This design comes from an exercise in tuning for small area, a short achievable clock period and few clock cycles per item on the open sky130 flow, not from production work.
Function was checked by simulation only, so behaviour that the tests miss may differ from the original.

### flow/run.sh
#!/bin/bash
# synth_recipe.tcl (not shown) runs the flow's synth.tcl, then flattens the netlist and writes it again
# the make line also repeats each setting of config.mk as NAME=value (left out here)
make -C /OpenROAD-flow-scripts/flow DESIGN_CONFIG=/design/flow/config.mk WORK_HOME=/design/flow/orfs CLKGATE_MAP_FILE= SYNTH_SCRIPT=/design/flow/synth_recipe.tcl finish
### flow/config.mk
export PLATFORM = sky130hd
export DESIGN_NAME = fp32_mul_pipe
export DESIGN_NICKNAME = fp32_mul_pipe
export VERILOG_FILES = /design/flow/design.v
export SDC_FILE = /design/flow/constraint.sdc
export NUM_CORES = 4
export LEC_CHECK = 0
export CAP_MARGIN = 20
export CORE_MARGIN = 2
export CORE_UTILIZATION = 40
export SLEW_MARGIN = 20
### flow/constraint.sdc
create_clock -name core_clock -period 8.0 [get_ports {clk}]
set_input_delay 1.6000 -clock core_clock [delete_from_list [all_inputs] [get_ports {clk}]]
set_output_delay 1.6000 -clock core_clock [all_outputs]
set_load 0.01 [all_outputs]
### flow/design.v
package fp32_pkg;
  localparam int EXP_W    = 8;
  localparam int MAN_W    = 23;
  localparam int SIG_W    = MAN_W + 1;
  localparam int PROD_W   = 2 * SIG_W;
  localparam int EXPS_W   = 10;
  localparam int EXP_BIAS = 127;
  localparam logic [31:0] QNAN = 32'h7FC0_0000;
  localparam int FLAG_W         = 3;
  localparam int FLAG_INVALID   = 2;
  localparam int FLAG_OVERFLOW  = 1;
  localparam int FLAG_UNDERFLOW = 0;
  typedef logic signed [EXPS_W-1:0] exps_t;
  localparam exps_t EXPS_ZERO = '0;
  localparam exps_t EXPS_ONE  = 10'sd1;
  localparam exps_t EXPS_BIAS = 10'sd127;
  localparam exps_t EXPS_MAX  = 10'sd255;
  typedef enum logic [1:0] {
    FP_NORM = 2'd0,
    FP_ZERO = 2'd1,
    FP_INF  = 2'd2,
    FP_NAN  = 2'd3
  } fp_class_t;
  typedef struct packed {
    logic              sign;
    exps_t             exp;
    logic [PROD_W-1:0] prod;
    fp_class_t         cls;
  } mul_s1_t;
  typedef struct packed {
    logic             sign;
    exps_t            exp;
    logic [SIG_W-1:0] sig;
    logic             guard;
    logic             round;
    logic             sticky;
    fp_class_t        cls;
  } mul_s2_t;
  function automatic fp_class_t classify(input logic [31:0] x);
    if (x[30:23] == '1) begin
      if (x[22:0] != '0) classify = fp32_pkg::FP_NAN;
      else               classify = fp32_pkg::FP_INF;
    end else if (x[30:23] == '0) begin
      classify = fp32_pkg::FP_ZERO;
    end else begin
      classify = fp32_pkg::FP_NORM;
    end
  endfunction
endpackage
module fp32_round_pack (
  input  logic                     sign,
  input  logic signed [fp32_pkg::EXPS_W-1:0] exp,
  input  logic [fp32_pkg::SIG_W-1:0]         sig,
  input  logic                     guard,
  input  logic                     round,
  input  logic                     sticky,
  output logic [31:0]              word,
  output logic                     overflow,
  output logic                     underflow
);
  logic                     round_up;
  logic [fp32_pkg::SIG_W:0]           sig_rnd;
  logic signed [fp32_pkg::EXPS_W-1:0] exp_rnd;
  logic [fp32_pkg::MAN_W-1:0]         man;
  always_comb begin
    round_up = guard & (round | sticky | sig[0]);
    sig_rnd  = {1'b0, sig} + {{fp32_pkg::SIG_W{1'b0}}, round_up};
    exp_rnd  = sig_rnd[fp32_pkg::SIG_W] ? (exp + fp32_pkg::EXPS_ONE) : exp;
    man      = sig_rnd[fp32_pkg::SIG_W] ? sig_rnd[fp32_pkg::MAN_W:1] : sig_rnd[fp32_pkg::MAN_W-1:0];
    overflow  = 1'b0;
    underflow = 1'b0;
    word      = {sign, exp_rnd[fp32_pkg::EXP_W-1:0], man};
    if (exp_rnd <= fp32_pkg::EXPS_ZERO) begin
      underflow = 1'b1;
      word      = {sign, {(fp32_pkg::EXP_W + fp32_pkg::MAN_W){1'b0}}};
    end else if (exp_rnd >= fp32_pkg::EXPS_MAX) begin
      overflow = 1'b1;
      word     = {sign, {fp32_pkg::EXP_W{1'b1}}, {fp32_pkg::MAN_W{1'b0}}};
    end
  end
endmodule
module fp32_mul_pipe #(
  parameter logic [31:0] QNAN = fp32_pkg::QNAN
) (
  input  logic        clk,
  input  logic        rst_n,
  input  logic        in_valid,
  output logic        in_ready,
  input  logic [31:0] A,
  input  logic [31:0] B,
  output logic        out_valid,
  input  logic        out_ready,
  output logic [31:0] result,
  output logic [2:0]  flags
);
  logic      adv;
  fp32_pkg::fp_class_t cls_a;
  fp32_pkg::fp_class_t cls_b;
  logic    s1_vld;
  logic    s2_vld;
  fp32_pkg::mul_s1_t s1;
  fp32_pkg::mul_s1_t s1_nxt;
  fp32_pkg::mul_s2_t s2;
  fp32_pkg::mul_s2_t s2_nxt;
  logic [31:0]       rp_word;
  logic              rp_overflow;
  logic              rp_underflow;
  logic [31:0]       res_nxt;
  logic [fp32_pkg::FLAG_W-1:0] flg_nxt;
  assign adv      = !out_valid || out_ready;
  assign in_ready = adv;
  always_comb begin
    cls_a  = fp32_pkg::classify(A);
    cls_b  = fp32_pkg::classify(B);
    s1_nxt = '0;
    s1_nxt.sign = A[31] ^ B[31];
    s1_nxt.exp  = fp32_pkg::exps_t'({2'b00, A[30:23]}) + fp32_pkg::exps_t'({2'b00, B[30:23]}) - fp32_pkg::EXPS_BIAS;
    s1_nxt.prod = {{fp32_pkg::SIG_W{1'b0}}, 1'b1, A[22:0]} * {{fp32_pkg::SIG_W{1'b0}}, 1'b1, B[22:0]};
    if (cls_a == fp32_pkg::FP_NAN || cls_b == fp32_pkg::FP_NAN ||
        (cls_a == fp32_pkg::FP_INF && cls_b == fp32_pkg::FP_ZERO) ||
        (cls_a == fp32_pkg::FP_ZERO && cls_b == fp32_pkg::FP_INF)) begin
      s1_nxt.cls = fp32_pkg::FP_NAN;
    end else if (cls_a == fp32_pkg::FP_INF || cls_b == fp32_pkg::FP_INF) begin
      s1_nxt.cls = fp32_pkg::FP_INF;
    end else if (cls_a == fp32_pkg::FP_ZERO || cls_b == fp32_pkg::FP_ZERO) begin
      s1_nxt.cls = fp32_pkg::FP_ZERO;
    end else begin
      s1_nxt.cls = fp32_pkg::FP_NORM;
    end
  end
  always_comb begin
    s2_nxt      = '0;
    s2_nxt.sign = s1.sign;
    s2_nxt.cls  = s1.cls;
    if (s1.prod[fp32_pkg::PROD_W-1]) begin
      s2_nxt.exp    = s1.exp + fp32_pkg::EXPS_ONE;
      s2_nxt.sig    = s1.prod[fp32_pkg::PROD_W-1 -: fp32_pkg::SIG_W];
      s2_nxt.guard  = s1.prod[fp32_pkg::PROD_W-fp32_pkg::SIG_W-1];
      s2_nxt.round  = s1.prod[fp32_pkg::PROD_W-fp32_pkg::SIG_W-2];
      s2_nxt.sticky = |s1.prod[fp32_pkg::PROD_W-fp32_pkg::SIG_W-3:0];
    end else begin
      s2_nxt.exp    = s1.exp;
      s2_nxt.sig    = s1.prod[fp32_pkg::PROD_W-2 -: fp32_pkg::SIG_W];
      s2_nxt.guard  = s1.prod[fp32_pkg::PROD_W-fp32_pkg::SIG_W-2];
      s2_nxt.round  = s1.prod[fp32_pkg::PROD_W-fp32_pkg::SIG_W-3];
      s2_nxt.sticky = |s1.prod[fp32_pkg::PROD_W-fp32_pkg::SIG_W-4:0];
    end
  end
  fp32_round_pack u_round_pack (
    .sign      (s2.sign),
    .exp       (s2.exp),
    .sig       (s2.sig),
    .guard     (s2.guard),
    .round     (s2.round),
    .sticky    (s2.sticky),
    .word      (rp_word),
    .overflow  (rp_overflow),
    .underflow (rp_underflow)
  );
  always_comb begin
    res_nxt = rp_word;
    flg_nxt = '0;
    unique case (s2.cls)
      fp32_pkg::FP_NAN: begin
        res_nxt                = QNAN;
        flg_nxt[fp32_pkg::FLAG_INVALID]  = 1'b1;
      end
      fp32_pkg::FP_INF: begin
        res_nxt = {s2.sign, {fp32_pkg::EXP_W{1'b1}}, {fp32_pkg::MAN_W{1'b0}}};
      end
      fp32_pkg::FP_ZERO: begin
        res_nxt = {s2.sign, {(fp32_pkg::EXP_W + fp32_pkg::MAN_W){1'b0}}};
      end
      default: begin
        flg_nxt[fp32_pkg::FLAG_OVERFLOW]  = rp_overflow;
        flg_nxt[fp32_pkg::FLAG_UNDERFLOW] = rp_underflow;
      end
    endcase
  end
  always_ff @(posedge clk or negedge rst_n) begin
    if (!rst_n) begin
      s1_vld    <= 1'b0;
      s2_vld    <= 1'b0;
      out_valid <= 1'b0;
      s1        <= '0;
      s2        <= '0;
      result    <= '0;
      flags     <= '0;
    end else if (adv) begin
      s1_vld    <= in_valid;
      s2_vld    <= s1_vld;
      out_valid <= s2_vld;
      s1        <= s1_nxt;
      s2        <= s2_nxt;
      if (s2_vld) begin
        result <= res_nxt;
        flags  <= flg_nxt;
      end
    end
  end
endmodule
==> impl_results.md <==
- Gr ovfl total: 0
- # H-tree levels: 4
- Most frequent cell after synthesis: inv_1
- Hold WC Path Type: reg -> reg
- Post-Route WL: 69.9 mm
- M1 GR Usage: 0.294
- Max-cap violations: 0
- Grt peak-use layer: met2
- Max Freq: roughly 0.13 GHz
- Net Count, Synth: around 3600
- Fin. max-slew vios: 0
- Crit Path Max Fanout: 13
- # rows: around 90
- Final Non-Filler Cells: 4000
- Skew-Pair Late Insertion Delay: roughly 420 ps
- Setup TNS: 0 ps
- First-pass GRT wire length: 113 mm
- Detail Placement HPWL: between 50 and 60 mm
- Max-slew headroom: 0.344
- I/O pin total: around 110
- Die Ht: ~260 um
- TritonCTS clock tree: done
- WP data arrival: slightly above 8000 ps
- Wirelength per Cell: about 17 um
- Port bufs: about 100
- Synth cell types: about 70
- Fin crit share: 0.973
- Post-synth EDFFs: 0
- Share of layout cells above drive strength 1: 0.144
- Worst setup margin: ~220 ps
- Setup Crit Path Kind: in -> reg
- Yosys reg bits: about 140
- Vias: ~20000
- Initial antenna violation count: 1
- Vias in the first global route: approximately 21000
- Critical path data required time: a little over 8000 ps
- Async SR Flop Fraction: 1.00
- Met3 usage: 0.0310
- Post-route antenna net violation count: 0
- Top-area cell type share of the netlist area: 0.377
- Final hold vios: 0
- Area leader, netlist: fa_1
- Worst-Margin Slew: slightly below 1000 ps
- Clock Pin Slew Worst Setup and Hold Paths: 60 ps
- Setup WS pre-CTS: -875 ps
- Ant diodes: 0
- Core Area: about 63000 um2
- Top post-synthesis cells by area: fa_1 (38%), dfrtp_1 (14%), ha_1 (9.3%)
- CTS Sinks: between 100 and 150
- Nets: slightly below 4000
- DR iter-0 viols: ~1300
- Placed cells: a little under 4000
- Gp weighted congestion: 0.907
- Sequential cell area fraction in the yosys report: 0.135
- Setup Viol. Count Final: 0
- Initial core utilization: 0.405
- Vias per cell: roughly 5
- Status: complete, no violations
- Top FF cell, synth: dfrtp_1
- Cells after Synth: around 2900
- Pre-antenna DRT Iters: 5
- Layout area overhead: 21.6%
- CTS Hold Buffers Added: 0
- Die X-Extent: approximately 260 um
- Tmin final: 7780 ps
- Buffers from clock root to sink, at most: 2
- Global Route Usage Sum: 0.213
- Die ar.: 66200 um2
- GRT met2 Usage: 0.357
- Mean Syn Cell Area: approximately 9 um2
- Most instantiated cells after synthesis: inv_1 (563), fa_1 (483), nand2_1 (422)
- Setup clock skew after layout: ~12 ps
- Largest net degree at the start of global routing: around 110
- CTS root buf: clkbuf_16
- FILL cells: between 5000 and 6000
- Startpoint types: input port
- Ys Warns: 2
- CP Capture Type: flop
- CTS buffer count: 17
- Mapped cell area: roughly 26000 um2
- # DRC: 0
## kinds of logic (layout without fill, tap and decap cells)
logic type,after synthesis,count (layout),synth area share
and+or+nand+nor,908,908,0.173
buffers and inverters,709,1011,0.104
adders and majority gates,674,674,0.470
AOI/OAI and AO/OA,307,307,0.0768
DFF,139,139,0.135
xor gates and xnor gates,87,87,0.0297
muxes,28,28,0.0110
## state kept, by name (all words and copies together), names as in the netlist
register / flops
flags: 3
out_valid: 1
result: 32
s1: 61
s1_vld: 1
s2: 40
s2_vld: 1
## stage by stage
| step | utilization | hold slack, ps | area (um2) |
|---|---|---|---|
| 2_1_floorplan | - | 430 | 25700 |
| 3_3_place_gp | 0.469 | 445 | 29700 |
| 3_5_place_dp | 0.469 | 449 | 29700 |
| 4_1_cts | 0.482 | 465 | 30500 |
| 5_1_grt | 0.493 | 490 | 31200 |
| 6_report | 0.493 | 463 | 31200 |
## layout by cell type (no fill, tap or decap), drive strengths merged, types with 4 or more instances in the layout
master / n
fa: 483
or2: 4
a22o: 7
nand4: 28
a32o: 16
dlymetal6s2s: 18
clkinv: 4
nand3: 25
clkbuf: 23
dfrtp: 139
nand2b: 7
mux2i: 26
a211oi: 7
o21ai: 90
nand2: 423
o21bai: 6
nor2: 93
a21o: 41
xnor2: 46
o31ai: 4
a21oi: 85
inv: 566
and4: 4
xor2: 41
o21a: 9
or3: 4
nor4: 20
ha: 191
dlygate4sd2: 7
nor3: 9
and2: 267
and3: 15
clkdlybuf4s50: 77
o211ai: 13
buf: 310
## path summary, 6_finish.rpt
path	start	end	slack, ps	depth (start not counted)
max	B[14]	s1[42]	220	26
min reg2reg	s1[6]	s1[6]	460	2
min	s1[6]	s1[6]	460	2
min in group asynchronous	rst_n	result[21]	1150	1
max in group asynchronous	rst_n	s1[22]	5430	2
max reg2reg	s2[4]	result[22]	4420	11
## worst max-delay path, cell delays in order
cell             delay, ps
clkdlybuf4s50_1        500
buf_12                 160
buf_4                  170
buf_4                  120
nand2_1                 50
fa_1                   480
inv_1                   50
fa_1                   480
inv_1                   60
fa_1                   500
inv_1                   70
fa_1                   560
fa_1                   430
fa_1                   460
fa_1                   550
ha_4                   230
a21oi_1                180
o21ai_2                120
nor3_2                 190
o211ai_1               190
buf_4                  200
a41oi_4                170
o211a_1                210
o21ai_2                 60
xnor2_1                180
a21oi_1                 80
## layout make-up
cell class	count	area [um2]	share of cell area
clock inverter	9	111	0.00357
multi-input combinational	2004	20000	0.642
inverter	566	2130	0.0683
sequential	139	3480	0.111
timing repair buffer	413	3930	0.126
tap	846	1060	0.0339
clock buffer	23	478	0.0153
## layer usage
metal	share of wire	wire length [um]
met1	0.45	31600
met2	0.48	33500
met3	0.053	3700
met4	0.016	1130
met5	0.00019	13
## what timing repair did
| item | in CTS | in global routing |
|---|---|---|
| pin swaps | 21 | 74 |
| gates resized for setup | 54 | 136 |
| endpoints found under the setup margin | 16 | 17 |
| gates cloned | 0 | 1 |
| setup buffers | 7 | 19 |
Testbench counts, summed over its fixed seeds: cycles 24,008, items 8,000.

## what the ideal ports hide
Ports are ideal in the flow. The routed layout listed here was re-timed in OpenROAD. Step 1: set_driving_cell puts a clkbuf_16 on clk and a buf_2 on each other input, an assumption about the parent block. Step 2 adds t to the input delays and takes it off the output delays; t is the mean of the earliest and latest rising clock arrival at the registers after step 1. Input paths then give back, and output paths get back, about the clock's delay inside the block. Slacks: ideal / step 1 / step 2; pairs: ideal / step 1.
shift t [ns]: 0.461
slack for setup (ns): 0.218 / 0.235 / -0.226
worst hold slack (ns): 0.463 / 0.463 / 0.463
latest minus earliest clock arrival (ns): 0.013 / 0.012
pins driven straight from the clock port: 1
With both steps, setup timing fails in this run, where it was met with ideal ports. The setup slack of this run moves by +0.017 ns with the drivers and by -0.444 ns with both steps.
